This design comes from an exercise in tuning for small area on the open sky130 flow, not from production work. In this exercise RTL edits were held to simulation tests only and were not proved equivalent to the original. Power figures rest on the tool's default switching activity, not on a simulated workload.

<file path="design/flow/constraint.sdc">
create_clock -name core_clock -period 10.0 [get_ports {clk}]
set_input_delay 2.0000 -clock core_clock [delete_from_list [all_inputs] [get_ports {clk}]]
set_output_delay 2.0000 -clock core_clock [all_outputs]
set_load 0.01 [all_outputs]
</file>
<file path="design/flow/standard.sh">
#!/bin/bash
# synth_recipe.tcl (not shown) runs the flow's synth.tcl, then flattens the netlist and writes it again
# the make line also repeats each setting of config.mk as NAME=value (left out here)
make -C /OpenROAD-flow-scripts/flow DESIGN_CONFIG=/design/flow/config.mk WORK_HOME=/design/flow/orfs CLKGATE_MAP_FILE= SYNTH_SCRIPT=/design/flow/synth_recipe.tcl "${@:-finish}"
</file>
<file path="design/flow/config.mk">
export PLATFORM = sky130hd
export DESIGN_NAME = mmcm_drp_responder
export DESIGN_NICKNAME = mmcm_drp_responder
export VERILOG_FILES = /design/flow/design.v
export SDC_FILE = /design/flow/constraint.sdc
export NUM_CORES = 4
export LEC_CHECK = 0
export CAP_MARGIN = 20
export CORE_MARGIN = 2
export CORE_UTILIZATION = 72
export PLACE_DENSITY = 0.8
export SETUP_SLACK_MARGIN = 0.4
export SLEW_MARGIN = 20
export SYNTH_HIERARCHICAL = 1
</file>
<file path="design/flow/flow/downsize.py">
#!/usr/bin/env python3
"""Set every combinational cell in a synthesized netlist to the smallest-area variant of its
kind (same name up to the drive-strength suffix, same pins). Registers are left as they are.
The placer's repair steps size cells back up where slew, capacitance or timing need it.
usage: downsize.py LIBERTY NETLIST"""
import re, sys

lib, net = sys.argv[1], sys.argv[2]
area, pins, seq = {}, {}, set()
cur = None
for line in open(lib):
    m = re.match(r'\s*cell\s*\(\s*"?(\w+)"?\s*\)', line)
    if m:
        cur = m.group(1); pins[cur] = set(); continue
    if cur is None:
        continue
    m = re.match(r'\s*area\s*:\s*([\d.]+)', line)
    if m and cur not in area:
        area[cur] = float(m.group(1))
    m = re.match(r'\s*pin\s*\(\s*"?(\w+)"?\s*\)', line)
    if m:
        pins[cur].add(m.group(1))
    if re.match(r'\s*(ff|latch|statetable)\s*\(', line):
        seq.add(cur)

def base(c):
    m = re.match(r'(sky130_fd_sc_hd__\w+?)_(\d+)$', c)
    return m.group(1) if m else None

best = {}
for c in area:
    b = base(c)
    if b is None or c in seq or 'lpflow' in c or 'probe' in c:
        continue
    if b not in best or area[c] < area[best[b]] or (area[c] == area[best[b]] and c < best[b]):
        best[b] = c

text = open(net).read()
count = 0
def sub(m):
    global count
    c = m.group(1)
    b = base(c)
    if b is None or c in seq or b not in best:
        return m.group(0)
    n = best[b]
    if n != c and pins.get(n) == pins.get(c):
        count += 1
        return n + m.group(2)
    return m.group(0)
text = re.sub(r'\b(sky130_fd_sc_hd__\w+)(\s+\S+\s*\()', sub, text)
open(net, 'w').write(text)
print(f"downsize: {count} cells set to their smallest variant")
</file>
<file path="design/flow/flow/run.sh">
#!/bin/bash
# The standard synthesis, then every combinational cell set to its smallest drive strength
# (the placer's repair steps size up what needs it), then the standard layout with clock tree
# synthesis told not to add dummy loads and to use mid-sized clock buffers with larger sink
# clusters, and the port buffers made with the smallest buffer. Each step's output goes to a log of its own here; ORFS's logs stay in orfs/logs.
set -euo pipefail
R=orfs/results/$FLOW_PLATFORM/mmcm_drp_responder/base
bash standard.sh synth > standard_synth.log 2>&1
python3 flow/downsize.py "$FLOW_HOME/platforms/$FLOW_PLATFORM/lib/sky130_fd_sc_hd__tt_025C_1v80.lib" \
  $R/1_2_yosys.v > downsize.log 2>&1
rm -f $R/1_synth.odb $R/1_synth.sdc
bash standard.sh \
  "CTS_ARGS=-sink_clustering_enable -repair_clock_nets -buf_list sky130_fd_sc_hd__clkbuf_8 -sink_clustering_size 18 -sink_clustering_max_diameter 48 -dont_use_dummy_load" \
  "BUFFER_PORTS_ARGS=-buffer_cell sky130_fd_sc_hd__buf_1" \
  finish > standard.log 2>&1
</file>
<file path="design/flow/design.v">
`default_nettype none
package mmcm_drp_pkg;
   localparam int DRP_ADDR_W = 7;
   localparam int DRP_DATA_W = 16;
   typedef enum logic [1:0] {
      IDLE = 2'd0,
      BUSY = 2'd1,
      ACK  = 2'd2
   } drp_state_t;
   localparam logic [DRP_ADDR_W-1:0] CLKOUT0_REG1  = 7'h08;
   localparam logic [DRP_ADDR_W-1:0] CLKOUT0_REG2  = 7'h09;
   localparam logic [DRP_ADDR_W-1:0] DIVCLK        = 7'h16;
   localparam logic [DRP_ADDR_W-1:0] CLKFBOUT_REG1 = 7'h14;
   localparam logic [DRP_ADDR_W-1:0] POWER         = 7'h28;
endpackage
`default_nettype wire
`default_nettype none
module mmcm_drp_lock_model #(
   parameter int LOCK_DELAY = 64
) (
   input  logic clk,
   input  logic reset_n,
   input  logic rst_mmcm,
   output logic locked
);
   localparam int CW = $clog2(LOCK_DELAY);
   logic [CW-1:0] cnt;
   always_ff @(posedge clk or negedge reset_n) begin
      if (!reset_n) begin
         cnt    <= '0;
         locked <= 1'b0;
      end else if (rst_mmcm) begin
         cnt    <= '0;
         locked <= 1'b0;
      end else begin
         cnt    <= cnt + CW'(1);
         if (cnt == CW'(LOCK_DELAY - 1)) locked <= 1'b1;
      end
   end
endmodule
`default_nettype wire
`default_nettype none
module mmcm_drp_responder #(
   parameter int              RD_LATENCY = 3,
   parameter int              WR_LATENCY = 3,
   parameter int              LOCK_DELAY = 64,
   parameter logic [15:0]     INIT_WORD  = 16'h0
) (
   input  logic                  clk,
   input  logic                  reset_n,
   input  logic                  den,
   input  logic                  dwe,
   input  logic [mmcm_drp_pkg::DRP_ADDR_W-1:0] daddr,
   input  logic [mmcm_drp_pkg::DRP_DATA_W-1:0] din,
   output logic [mmcm_drp_pkg::DRP_DATA_W-1:0] dout,
   output logic                  drdy,
   input  logic                  rst_mmcm,
   output logic                  locked,
   output logic                  proto_err
);
   localparam int AW    = mmcm_drp_pkg::DRP_ADDR_W;
   localparam int DW    = mmcm_drp_pkg::DRP_DATA_W;
   localparam int WORDS = 2**AW;
   localparam int PORTS = WORDS / 4;
   logic            den_q;
   logic            busy1, busy2;
   logic            dwe_l;
   logic            cleared;
   logic [AW-1:0]   addr_l;
   logic [DW-1:0]   hold;
   logic            idle, den_rise, accept, held_change;
   assign idle        = ~(busy1 | busy2 | drdy);
   assign den_rise    = den & ~den_q;
   assign accept      = idle & den_rise;
   assign held_change = (busy1 | busy2) & den & den_q & ((dwe != dwe_l) || (daddr != addr_l));
   always_ff @(posedge clk or negedge reset_n) begin
      if (!reset_n) begin
         den_q     <= 1'b0;
         busy1     <= 1'b0;
         busy2     <= 1'b0;
         drdy      <= 1'b0;
         proto_err <= 1'b0;
      end else begin
         den_q <= den;
         busy1 <= accept;
         busy2 <= busy1;
         drdy  <= busy2;
         if ((den_rise & ~idle) | held_change) proto_err <= 1'b1;
      end
   end
   always_ff @(posedge clk) begin
      if (accept) begin
         dwe_l  <= dwe;
         addr_l <= daddr;
      end
   end
   logic [AW-1:0]    rot;
   logic [AW-1:0]    a_cur, pos;
   logic             hit, wr_go, rd_go;
   logic [PORTS-1:0] psel_w, psel_r;
   logic [DW-1:0]    src, src_n;
   always_ff @(posedge clk or negedge reset_n) begin
      if (!reset_n) rot <= '0;
      else          rot <= rot + AW'(1);
   end
   assign a_cur = idle ? daddr : addr_l;
   assign pos   = a_cur + rot;
   assign hit   = (pos[1:0] == 2'd0);
   assign wr_go = idle ? (den_rise & dwe) : dwe_l;
   assign rd_go = cleared & (idle ? ~dwe : ~dwe_l);
   assign src   = idle ? din : hold;
   assign src_n = ~src;
   always_comb begin
      for (int j = 0; j < PORTS; j++) begin
         psel_w[j] = wr_go && hit && (pos[AW-1:2] == (AW-2)'(j));
         psel_r[j] = rd_go && hit && (pos[AW-1:2] == (AW-2)'(j));
      end
   end
   always_ff @(posedge clk or negedge reset_n) begin
      if (!reset_n)              cleared <= 1'b0;
      else if (rot[1:0] == 2'd3) cleared <= 1'b1;
   end
   logic [DW-1:0]    slot [WORDS];
   for (genvar k = 0; k < WORDS; k++) begin : g_slot
      localparam int PREV = (k + WORDS - 1) % WORDS;
      if (k % 4 == 1) begin : g_port
         logic          wr_here, keep;
         logic [DW-1:0] d;
         assign wr_here = psel_w[k/4];
         assign keep    = cleared & ~wr_here;
         for (genvar b = 0; b < DW; b++) begin : g_bit
            if ((k / 4) % 2 == 0) begin : g_inv
               mmcm_drp_aoi22 u_gate (.a1(src[b]), .a2(wr_here), .b1(slot[PREV][b]), .b2(keep),
                                      .y(d[b]));
            end else begin : g_true
               mmcm_drp_oai22 u_gate (.a1(src_n[b]), .a2(~wr_here), .b1(slot[PREV][b]),
                                      .b2(~keep), .y(d[b]));
            end
         end
         always_ff @(posedge clk) slot[k] <= d;
      end else begin : g_pass
         always_ff @(posedge clk) slot[k] <= slot[PREV];
      end
   end
   logic [DW-1:0] tap;
   for (genvar b = 0; b < DW; b++) begin : g_tap
      logic [5:0] lo;    
      logic [7:0] hi;    
      logic       lo_a, lo_b, t1, t2;
      for (genvar g = 0; g < 4; g++) begin : g_t3
         mmcm_drp_aoi222 u_gate (
            .a1(psel_r[6*g]),     .a2(slot[24*g][b]),
            .b1(psel_r[6*g + 2]), .b2(slot[24*g + 8][b]),
            .c1(psel_r[6*g + 4]), .c2(slot[24*g + 16][b]),
            .y(lo[g]));
      end
      for (genvar g = 0; g < 2; g++) begin : g_t2
         mmcm_drp_aoi22 u_gate (
            .a1(psel_r[24 + 4*g]), .a2(slot[96 + 16*g][b]),
            .b1(psel_r[26 + 4*g]), .b2(slot[104 + 16*g][b]),
            .y(lo[4 + g]));
      end
      for (genvar g = 0; g < 8; g++) begin : g_i2
         mmcm_drp_oai22 u_gate (
            .a1(~psel_r[4*g + 1]), .a2(slot[16*g + 4][b]),
            .b1(~psel_r[4*g + 3]), .b2(slot[16*g + 12][b]),
            .y(hi[g]));
      end
      mmcm_drp_nor4  u_na (.a(hi[0]), .b(hi[1]), .c(hi[2]), .d(hi[3]), .y(lo_a));
      mmcm_drp_nor4  u_nb (.a(hi[4]), .b(hi[5]), .c(hi[6]), .d(hi[7]), .y(lo_b));
      mmcm_drp_nand4 u_t1 (.a(lo_a), .b(lo_b), .c(lo[0]), .d(lo[1]), .y(t1));
      mmcm_drp_nand4 u_t2 (.a(lo[2]), .b(lo[3]), .c(lo[4]), .d(lo[5]), .y(t2));
      assign tap[b] = t1 | t2;
   end
   always_ff @(posedge clk) begin
      if (idle & dwe) hold <= din;
      else            hold <= tap | (hold & {DW{~idle}});
   end
   assign dout = (drdy & ~dwe_l) ? (tap | hold) : '0;
   mmcm_drp_lock_model #(
      .LOCK_DELAY (LOCK_DELAY)
   ) u_lock (
      .clk      (clk),
      .reset_n  (reset_n),
      .rst_mmcm (rst_mmcm),
      .locked   (locked)
   );
endmodule
module mmcm_drp_aoi22 (
   input  logic a1, a2, b1, b2,
   output logic y
);
   assign y = ~((a1 & a2) | (b1 & b2));
endmodule
module mmcm_drp_oai22 (
   input  logic a1, a2, b1, b2,
   output logic y
);
   assign y = ~((a1 | a2) & (b1 | b2));
endmodule
module mmcm_drp_aoi222 (
   input  logic a1, a2, b1, b2, c1, c2,
   output logic y
);
   assign y = ~((a1 & a2) | (b1 & b2) | (c1 & c2));
endmodule
module mmcm_drp_nor4 (
   input  logic a, b, c, d,
   output logic y
);
   assign y = ~(a | b | c | d);
endmodule
module mmcm_drp_nand4 (
   input  logic a, b, c, d,
   output logic y
);
   assign y = ~(a & b & c & d);
endmodule
`default_nettype wire
</file>
==> flow_metrics.tcl, run 1 <==
set metrics [dict create \
    num_rows 96 \
    worst_ep_arrival_time_ps 7520 \
    timing_hold_violations_final 0 \
    holdWs_ps 276 \
    htree_levels 4 \
    wl_met3_um 20700 \
    die_area_sq_um 71400 \
    start_kind "input port" \
    cts.clk_slew.worst_paths_ps 100 \
    clkPwrFrac_pct 27.8 \
    core_area_sq_um 68600 \
    place_area_sq_um 52200 \
    grt_pass1_vias 27900 \
    setup.worst_path.start "daddr[0]" \
    finalSetupTns_ps 0 \
    grt_pass1_wl_um 201000 \
    p_comb_share_pct 4.9 \
    io_pins 47 \
    min_path_type "reg2reg" \
    grt_antenna_before_repair 3 \
    cts_sinks 2092 \
    fin_skew_ps 81.0 \
    root_buffer "clkbuf_8" \
    rsz0062_at_grt "no" \
    reg2reg_depth 15 \
    stdcell_area_sq_um 54200 \
    wl_met1_um 57300 \
    vias 29500 \
    clock_latency_ps 850 \
    critical-path-max-stage-delay_ps 870 \
    vdd_drop_max_v 0.000236 \
    crit_buf_inv 3 \
    cts.path.max_buffers 3 \
    viasPerCell 6.63 \
    yosys_warnings 10 \
    crit_top_cell "buf_1" \
    ant_nets 0 \
    fill_cells 3779 \
    intPower_uw 10100 \
    tightest_slew_ps 1280 \
    syn-num-nets 3307 \
    nNetsFinal 3563 \
    layout-drive-gt1-share_pct 8.74 \
    avgSynthCellArea_sq_um 15.3 \
    die_h_um 267 \
    dr.pass1.iters 15 \
    critPathTopFamily "simple AND/OR/NAND/NOR gates" \
    wl_per_cell_um 32.6 \
    cp_cell_sequence "buf_1 -> mux2_1 -> ha_1 -> fa_1 -> a211o_1 -> nand2_1 -> o2bb2ai_1 -> xnor2_2 -> buf_4 -> nand3_1 -> o22ai_1 -> nor4_1 -> nand4_1 -> nor3_1 -> nor2_1 -> buf_1" \
    p_sw_uw 3070 \
    reg2reg_slack_ps 3850 \
    numPlacedInstances 4308 \
    routed.top_layer "met5" \
    cp-end-kind "primary output" \
    period_share_pct 95.2 \
    wl_um 145000 \
    start_util_pct 72.7 \
    syn-cell-area_sq_um 49900 \
    cp_max_fo 48 \
    dieWidth_um 267 \
    timing.max_cap.violations 0 \
    setup_viol 0 \
    cts_tree "done" \
    gp_congestion 1.09 \
    r2r-start "busy2" \
    required_ps 8000 \
    rr_endpoint "hold[1]" \
    crit_slowest_cell "nor4_1" \
    grt-ovfl-total 0 \
    crit_type "in2out" \
    relSlewSlack_pct 14.3 \
    cts_buffers 145 \
    status "timing/DRC/antenna clean" \
    synth_cells 3269 \
    p_seq_share_pct 67.3 \
    p_per_area_nw_per_um2 243 \
    wl_met2_um 59300 \
    post_cts_buffers 0 \
    io_buffers 46 \
    drtIter0Drc 4939 \
    grtUsageTotal_pct 40.5 \
    p_leak_uw 0.0204 \
    stdcell_count 4455 \
    clock.fmax_mhz 105 \
    path_depth 16 \
    regArea_sq_um 42100 \
    slew_violations 0 \
    finalCriticalPeriod_ps 9520 \
    switching_share_pct 23.3 \
    endpoint "dout[12]" \
    multi_input_area_sq_um 8020 \
    drcViolationCount 0 \
    syn_to_final_growth_pct 8.74 \
    post-dp-hpwl_um 99100 \
    grt_max_degree 49 \
]
## final cells by class
| type | count | share of cell area, % |
|---|---|---|
| Timing Repair Buffer | 139 | 1.68 |
| Tap cell | 931 | 2.15 |
| Sequential cell | 2092 | 77.6 |
| Clock buffer | 145 | 3.68 |
| Multi-Input combinational cell | 1130 | 14.8 |
| Antenna cell | 1 | 0.00462 |
| Inverter | 17 | 0.118 |
## how the worst min path moves through the flow
stage | from | to | slack, ps | cells after the start
detailed placement | slot[113][7] | slot[114][7] | 310 | 0
global route | slot[87][0] | slot[88][0] | 270 | 0
finish | slot[113][0] | slot[114][0] | 280 | 0
floorplan | slot[127][0] | slot[0][0] | 310 | 0
CTS | slot[87][0] | slot[88][0] | 280 | 0
global placement | slot[117][3] | slot[118][3] | 310 | 0
## power groups by stage
stage / clock network, uW / logic (uW) / registers (uW)
floorplan: 0 / 260 / 8960
global placement: 0 / 573 / 9040
detailed placement: 0 / 596 / 9050
CTS: 3660 / 601 / 8870
global route: 3960 / 645 / 8900
finish: 3670 / 648 / 8880
## layout by cell type, fill, tap and decap left out, types with 20 or more instances in the layout
master    instances
clkbuf_8        145
nor2_1           65
dfxtp_1        2064
buf_1            45
nor3_2           24
buf_4            91
nand3_1          38
dfrtp_1          20
nand4_1          35
o22ai_1         385
nor4_1           30
a222oi_1         64
a22oi_1         288
## metal layers
metal  vias to the layer above  global-route usage, %
met1                     14500                   57.2
met2                      2203                   55.3
met4                         6                   20.7
met5                         -                  0.970
li1                      12400                      -
met3                       445                   14.0
## per-stage QoR
stage                     worst slack [ps]  utilization (%)  power (uW)
after floorplan                       2290                -        9210
after global placement                 143             76.0        9610
after detailed placement               283             76.1        9650
after CTS                              401             79.0       13100
after global routing                   534             79.1       13500
final                                  480             79.1       13200
## flip-flops by register name (all words and copies together), names as in the netlist, 6 cells and up
name / count
slot: 2048
rot: 7
hold: 16
u_lock.cnt: 6
addr_l: 7
## what timing repair did
item	in CTS	in global routing
endpoints found under the setup margin	1	4
cloned	0	0
resized for setup	1	3
hold buffers	0	0
endpoints found under the hold margin	0	0
==> inputs of run 2 (changes only) <==
--- a/design/flow/flow/run.sh
+++ b/design/flow/flow/run.sh
@@ -10,6 +10,6 @@
   $R/1_2_yosys.v > downsize.log 2>&1
 rm -f $R/1_synth.odb $R/1_synth.sdc
 bash standard.sh \
-  "CTS_ARGS=-sink_clustering_enable -repair_clock_nets -buf_list sky130_fd_sc_hd__clkbuf_8 -sink_clustering_size 18 -sink_clustering_max_diameter 48 -dont_use_dummy_load" \
+  "CTS_ARGS=-sink_clustering_enable -repair_clock_nets -buf_list sky130_fd_sc_hd__clkbuf_8 -sink_clustering_size 18 -sink_clustering_max_diameter 55 -dont_use_dummy_load" \
   "BUFFER_PORTS_ARGS=-buffer_cell sky130_fd_sc_hd__buf_1" \
   finish > standard.log 2>&1
==> run 2 against run 1 <==
  * Wire length fell by 0.39%
  * Maximum frequency barely moved
  * Non-clock buffer count rose by 2
  * Still clean on timing, DRC and antenna
  * Global-route usage barely moved
  * Sequential power barely moved
==> flow_metrics.tcl, run 2 <==
set metrics [dict create \
    status "timing/DRC/antenna clean" \
    place_ws_ps 283 \
    post-dp-hpwl_um 99100 \
    p_sw_uw 3050 \
    clock_latency_ps 850 \
    p_seq_share_pct 67.7 \
    grt_max_degree 49 \
    min_path_type "reg2reg" \
    relSlewSlack_pct 16.2 \
    finalCriticalPeriod_ps 9530 \
    wl_um 145000 \
    vias 29500 \
    viasPerCell 6.63 \
    fin_skew_ps 72.5 \
    cp-end-kind "primary output" \
    critical-path-max-stage-delay_ps 880 \
    reg2reg_depth 15 \
    yosys_warnings 10 \
    intPower_uw 10100 \
    largest_reg_flops 2048 \
    clkPwrFrac_pct 27.3 \
    cts.clk_slew.worst_paths_ps 110 \
    p_per_area_nw_per_um2 242 \
    die_area_sq_um 71400 \
    vdd_drop_max_v 0.000230 \
    worst_ep_arrival_time_ps 7530 \
    core_area_sq_um 68600 \
    wl_per_cell_um 32.5 \
    p_comb_share_pct 5.0 \
    crit_buf_inv 3 \
    fill_cells 3850 \
    hold_depth 0 \
    dieWidth_um 267 \
    dr.pass1.iters 13 \
    top_regs "slot x2048, hold x16" \
    gp_congestion 1.09 \
    top_register "slot" \
    start_kind "input port" \
    start_util_pct 72.7 \
    cp_max_fo 48 \
    period_share_pct 95.3 \
    timing.max_cap.violations 0 \
    grt_antenna_before_repair 7 \
    path_depth 16 \
    num_rows 96 \
    avgSynthCellArea_sq_um 15.3 \
    slew_violations 0 \
    synth_cells 3269 \
    setup_viol 0 \
    root_buffer "clkbuf_8" \
    cts_tree "done" \
    drtIter0Drc 5278 \
    required_ps 8000 \
    htree_levels 4 \
    final_common_cell "dfxtp_1" \
    die_h_um 267 \
    grt-ovfl-total 0 \
    critPathTopFamily "simple AND/OR/NAND/NOR gates" \
    crit_top_cell "buf_1" \
    post_cts_buffers 0 \
    grt_pass1_wl_um 200000 \
    holdWs_ps 296 \
    syn-cell-area_sq_um 49900 \
    setup_slack_ps 475 \
    finalSetupTns_ps 0 \
    crit_type "in2out" \
    cts_hold_buf 0 \
    rsz0062_at_grt "no" \
    switching_share_pct 23.3 \
    grtUsageTotal_pct 40.4 \
    io_pins 47 \
    cts.path.max_buffers 3 \
    nNetsFinal 3556 \
    cts_buffers 136 \
    io_buffers 46 \
    layout-drive-gt1-share_pct 8.53 \
    crit_slowest_cell "nor4_1" \
    syn_to_final_growth_pct 8.58 \
    ant_nets 0 \
    grt_pass1_vias 27800 \
    tightest_slew_ps 1260 \
    clock.fmax_mhz 105 \
    syn-num-nets 3307 \
    p_leak_uw 0.0203 \
    cp_cell_sequence "buf_1 -> mux2_1 -> ha_1 -> fa_1 -> a211o_1 -> nand2_1 -> o2bb2ai_1 -> xnor2_2 -> buf_4 -> nand3_1 -> o22ai_1 -> nor4_1 -> nand4_1 -> nor3_1 -> nor2_1 -> buf_1" \
    layout_common_cells "2064 x dfxtp_1, 385 x o22ai_1, 288 x a22oi_1, 136 x clkbuf_8, 91 x buf_4" \
    drcViolationCount 0 \
    cts_sinks 2092 \
    timing_hold_violations_final 0 \
]
-- run 2: metrics by stage --
step | cells | total power [uW] | util (%) | area [sq um]
3_3_place_gp | 4307 | 9610 | 76.0 | 52100
4_1_cts | 4444 | 13000 | 78.8 | 54000
2_1_floorplan | 3269 | 9210 | - | 49900
3_5_place_dp | 4308 | 9650 | 76.1 | 52200
6_report | 4450 | 13100 | 78.9 | 54100
5_1_grt | 4449 | 13400 | 78.9 | 54100
-- run 2: worst paths after layout --
path                        startpoint           to  slack (ps)
max                           daddr[0]     dout[12]         470
min                        slot[47][6]  slot[48][6]         300
min reg2reg                slot[47][6]  slot[48][6]         300
max in group asynchronous      reset_n       rot[4]        8490
min in group asynchronous      reset_n       rot[0]        1130
max reg2reg                      busy2     hold[12]        3920
-- run 2: repair_timing --
| item | 4_1_cts | 5_1_grt |
|---|---|---|
| pin swaps | 0 | 0 |
| endpoints found under the setup margin | 1 | 4 |
| gates resized for setup | 1 | 3 |
-- run 2: routing by layer --
metal / wire, um / up-vias / track usage, %
met5: 76 / - / 0
met4: 8120 / 10 / 20.3
met3: 20700 / 442 / 14.1
met2: 58600 / 2275 / 55.3
met1: 57400 / 14500 / 57.3
li1: - / 12300 / -
-- run 2: power groups by stage --
| stage | logic (uW) | clock network [uW] | registers [uW] |
|---|---|---|---|
| after detailed placement | 596 | 0 | 9050 |
| final | 653 | 3580 | 8880 |
| after floorplan | 260 | 0 | 8960 |
| after global placement | 573 | 0 | 9040 |
| after CTS | 600 | 3570 | 8870 |
| after global routing | 653 | 3860 | 8900 |
-- run 2: final cells by class --
class	instances	area, sq um	share of cell area [%]
multi-input combinational	1130	8020	14.8
tap	931	1160	2.15
antenna	3	7.51	0.0139
timing repair buffer	141	955	1.76
sequential	2092	42100	77.7
clock buffer	136	1870	3.46
inverter	17	63.8	0.118

## separate check: timing with driven ports
Ports are ideal in the flow. The routed layouts listed here were re-timed in OpenROAD.
Step 1 assumes that a clkbuf_16 drives the clock port and a buf_2 every other input.
Step 2 adds t to the input delays and takes it off the output delays; t is the mean of the earliest and latest rising clock arrival at the registers after step 1. Input paths then give back, and output paths get back, about the clock's delay inside the block.
Three values: ideal, step 1, step 2; two values: the first two.
run | t, ns | slack for setup (ns) | worst setup path after step 2 | cell pins on the clock port's net
run 1 | 0.867 | 0.480 / 0.456 / 0.456 | input to output | 1
run 2 | 0.878 | 0.475 / 0.451 / 0.451 | input to output | 1
After both steps setup and hold are still met in every run listed.
